This design comes from an exercise in tuning for small area on the open sky130 flow, not from production work. The RTL was checked by simulation tests, not by an equivalence proof against the original design. No activity file was given, so power comes from the tool's default toggle rates.

==> inputs of build 76 <==
// tracking_engine
module tracking_engine #(
	parameter int NUM_LANES = 4
) (
	input  logic          clk,
	input  logic          rst_b,
	input  logic          i_start,
	output logic          o_te_running,
	output logic          o_te_ready,
	output logic          o_te_over,
	input  logic          i_fifo_ready,
	input  logic          i_fifo_last_data,
	input  logic          i_fifo_data_valid,
	input  te_core_pkg::te_sample_t    i_fifo_data,
	output logic          o_fifo_read,
	output logic          o_fifo_rewind,
	output logic          o_fifo_skip,
	input  logic          i_reg_cs,
	input  logic          i_rd,
	input  logic          i_wr,
	input  te_regmap_pkg::te_reg_addr_t  i_addr,
	input  te_regmap_pkg::te_word_t      i_wdata,
	output te_regmap_pkg::te_word_t      o_reg_rdata
);
	localparam int NCH = te_regmap_pkg::TE_NUM_CHANNELS;
	te_core_pkg::te_state_e       state;
	logic                         latch_enable;
	logic                         lane_clear;
	logic                         dump_next;
	logic                         cor_done;
	logic                         sample_en;
	te_core_pkg::te_sample_t      sample;
	logic                         any_enabled;
	logic                         find_done;
  ...
==> flow/config.mk <==
export PLATFORM = sky130hd
export DESIGN_NAME = tracking_engine
export DESIGN_NICKNAME = tracking_engine
export VERILOG_FILES = /design/flow/design.v
export SDC_FILE = /design/flow/constraint.sdc
export NUM_CORES = 4
export LEC_CHECK = 0
export CAP_MARGIN = 20
export CORE_MARGIN = 2
export CORE_UTILIZATION = 65
export SLEW_MARGIN = 20
==> flow/constraint.sdc <==
create_clock -name core_clock -period 10.0 [get_ports {clk}]
set_input_delay 2.0000 -clock core_clock [delete_from_list [all_inputs] [get_ports {clk}]]
set_output_delay 2.0000 -clock core_clock [all_outputs]
set_load 0.01 [all_outputs]
standard.sh (not shown) runs the stock make flow with config.mk's settings and CLKGATE_MAP_FILE= SYNTH_SCRIPT=/design/flow/synth_recipe.tcl, a recipe that flattens the netlist after the stock synthesis.
==> flow/flow/run.sh <==
#!/bin/bash
# Layout flow: the standard ORFS flow (standard.sh) with three changes.
#  1. After the standard synthesis, the combinational cells are mapped again
#     for area by ABC (flow/remap.ys with each flow/remap_*.abc script).
#     Every register cell, with its name and type, and the adder cells are
#     kept as synthesis made them. flow/equiv.ys proves each new netlist
#     equivalent to the standard one; the smallest proven one is used (the
#     standard netlist if none is proven).
#  2. Clock tree: no dummy loads, sink clusters driven by clkbuf_8.
#  3. Port buffers: buf_2 cells.
# Each tool's full output goes to a log file here (synth.log, remap_*.log,
# equiv_*.log, layout.log) and to ORFS's own logs under orfs/logs.
set -euo pipefail
HERE=$(pwd)
RES=$HERE/orfs/results/sky130hd/tracking_engine/base
LIB=/OpenROAD-flow-scripts/flow/platforms/sky130hd/lib/sky130_fd_sc_hd__tt_025C_1v80.lib
export CTS_ARGS="-sink_clustering_enable -repair_clock_nets -dont_use_dummy_load -buf_list sky130_fd_sc_hd__clkbuf_8 -sink_clustering_size 16 -sink_clustering_max_diameter 50"
export BUFFER_PORTS_ARGS="-buffer_cell sky130_fd_sc_hd__buf_2"

bash standard.sh synth > synth.log 2>&1
cp $RES/1_2_yosys.v $HERE/standard_synth.v

DONT_USE=$(make -s -C $FLOW_HOME DESIGN_CONFIG=$HERE/config.mk WORK_HOME=$HERE/orfs print-DONT_USE_CELLS 2>/dev/null | sed -n 's/^DONT_USE_CELLS: //p')
DU=""; for c in $DONT_USE; do DU="$DU -dont_use $c"; done
best=""; best_area=""
for s in flow/remap_*.abc; do
  n=$(basename $s .abc)
  sed -e "s|@IN@|$HERE/standard_synth.v|; s|@OUT@|$HERE/$n.v|; s|@SCRIPT@|$HERE/$s|; s|@DONTUSE@|$DU|; s|remap_stat.txt|${n}_stat.txt|" flow/remap.ys > ${n}_run.ys
  sed -e "s|@GOLD@|$HERE/standard_synth.v|; s|@GATE@|$HERE/$n.v|" flow/equiv.ys > equiv_${n}.ys
  if yosys -s ${n}_run.ys > $n.log 2>&1 && yosys -s equiv_${n}.ys > equiv_${n}.log 2>&1; then
    a=$(sed -n "s/.*Chip area for module .*: \([0-9.]*\)/\1/p" ${n}_stat.txt | head -1)
    echo "$n proven, area $a" >> netlist_choice.txt
    if [[ -z "$best" ]] || awk "BEGIN{exit !($a < $best_area)}"; then best=$n; best_area=$a; fi
  else
    echo "$n failed or not proven" >> netlist_choice.txt
  fi
done
if [[ -n "$best" ]]; then
  echo "using $best" >> netlist_choice.txt
  cp $HERE/$best.v $RES/1_2_yosys.v
else
  echo "using the standard netlist" >> netlist_choice.txt
fi
touch $RES/1_2_yosys.v
bash standard.sh "$@" > layout.log 2>&1
==> flow/flow/remap_a.abc <==
strash
&get -n
&st
&dch -f
&nf -R 1000
&put
mfs2
strash
dch -f
amap
&get -n
&st
&dch -f
&nf -R 1000
&put
topo
dnsize
==> flow/flow/remap_e.abc <==
strash
&get -n
&st
&dch -f
&nf -R 1000
&put
mfs2
strash
&get -n
&st
&syn2
&dch -f
&nf -R 1000
&put
mfs2
strash
&get -n
&st
&dch -f
&nf -R 1000
&put
==> flow/flow/remap_k.abc <==
strash
&get -n
&st
&dch -f
&nf -a -R 1000
&put
mfs2
strash
&get -n
&st
&dch -f
&nf -a -R 1000
&put
Other scripts of this flow, unchanged in this note and not shown: flow/flow/equiv.ys, flow/flow/remap.ys
==> build 98: changes against build 76 <==
==> flow/flow/run.sh (replaced) <==
#!/bin/bash
# Layout flow: the standard ORFS flow (standard.sh) with three changes.
#  1. After the standard synthesis, the combinational cells are mapped again
#     for area by ABC (flow/remap.ys, flow/remap.abc). Every register cell,
#     with its name and type, and the adder cells are kept as synthesis made
#     them. flow/equiv.ys then proves the new netlist equivalent to the
#     standard one; if that fails the standard netlist is used unchanged.
#  2. Clock tree: no dummy loads, larger sink clusters driven by clkbuf_16.
#  3. Port buffers: buf_2 cells.
# Each tool's full output goes to a log file here (synth.log, remap.log,
# equiv.log, layout.log) and to ORFS's own logs under orfs/logs.
set -euo pipefail
HERE=$(pwd)
RES=$HERE/orfs/results/sky130hd/tracking_engine/base
export CTS_ARGS="-sink_clustering_enable -repair_clock_nets -dont_use_dummy_load -buf_list sky130_fd_sc_hd__clkbuf_16 -sink_clustering_size 25 -sink_clustering_max_diameter 80"
export BUFFER_PORTS_ARGS="-buffer_cell sky130_fd_sc_hd__buf_2"

bash standard.sh synth > synth.log 2>&1
cp $RES/1_2_yosys.v $HERE/standard_synth.v

DONT_USE=$(make -s -C $FLOW_HOME DESIGN_CONFIG=$HERE/config.mk WORK_HOME=$HERE/orfs print-DONT_USE_CELLS 2>/dev/null | sed -n 's/^DONT_USE_CELLS: //p')
DU=""; for c in $DONT_USE; do DU="$DU -dont_use $c"; done
sed -e "s|@IN@|$HERE/standard_synth.v|; s|@OUT@|$HERE/remap.v|; s|@SCRIPT@|$HERE/flow/remap.abc|; s|@DONTUSE@|$DU|" flow/remap.ys > remap_run.ys
sed -e "s|@GOLD@|$HERE/standard_synth.v|; s|@GATE@|$HERE/remap.v|" flow/equiv.ys > equiv_run.ys
if yosys -s remap_run.ys > remap.log 2>&1 && yosys -s equiv_run.ys > equiv.log 2>&1; then
  echo "using the area-mapped netlist" > netlist_choice.txt
  cp $HERE/remap.v $RES/1_2_yosys.v
else
  echo "area mapping failed or not proven: using the standard netlist" > netlist_choice.txt
fi
touch $RES/1_2_yosys.v
bash standard.sh "$@" > layout.log 2>&1
==> flow/flow/remap.abc (new file) <==
strash
&get -n
&st
&dch -f
&nf -R 1000
&put
mfs2
strash
dch -f
amap
&get -n
&st
&dch -f
&nf -R 1000
&put
topo
dnsize
- CAP_MARGIN: 20 -> 0
- SLEW_MARGIN: 20 -> 0
removed: flow/flow/remap_a.abc
removed: flow/flow/remap_e.abc
removed: flow/flow/remap_k.abc
==> run_results.csv <==
group,metric,value,unit
run,cap_violations,1,
timing,worstMarginPinSlew,1.584,ns
drt,route.met3.wl,16.16,mm
power,p_total,7.200,mW
cells_and_area,clock_area_share,2.681,%
timing,slew_viol_final,5,
power,peakVddDrop,200.3,uV
cells_and_area,fin_cells,3086,
outcome,run_status,"finished with violations",
outcome,so.violations,"capacitance limit, slew limit",
cells_and_area,post-route-util,71.35,%
That was build 98.
==> run_results.csv <==
group,metric,value,unit
cells_and_area,fin_cells,3108,
critical_path,cp_data_required_time,10.27,ns
critical_path,worstSetupEndpoint,"g_lane[0].u_lane.lfsr_q[14]",
timing,worstMarginPinSlew,1.248,ns
cells_and_area,clock_buffers,50,
cells_and_area,post-route-util,71.20,%
global_routing,grt-ovfl-total,0,
outcome,run_status,"timing/DRC/antenna clean",
clocking,cts_max_level,2,
cells_and_area,clock_area_share,2.383,%
place,dpl_cell_area,28160,um2
timing,setup_viol,0,
power,peakVddDrop,200.0,uV
global_routing,grt_pass1_wl,141.2,mm
timing,slew_viol_final,0,
That was build 76.

==> afterwards: timing with drivers on the ports <==
The flow's constraints put no driver on any port. The routed layouts listed below were extracted and timed again, unchanged, in two steps. Step 1 assumes that a clkbuf_16 drives the clock port and a buf_2 every other input. Step 2 moves the port delays by t, midway between the first and last clock arrival at a register: inputs arrive t later, outputs are due t later. That takes back most of the time a late clock gives input paths. Three values: ideal, step 1, step 2; two values: the first two.
| run | t (ns) | setup slack, ns | hold slack, ns | worst slew at a driven data input, ns |
|---|---|---|---|---|
| build 76 | 0.716 | 1.778 / 1.778 / 1.778 | 0.338 / 0.338 / 0.338 | 0.07 |
| build 98 | 0.671 | 1.654 / 1.654 / 1.654 | 0.332 / 0.332 / 0.332 | 0.07 |
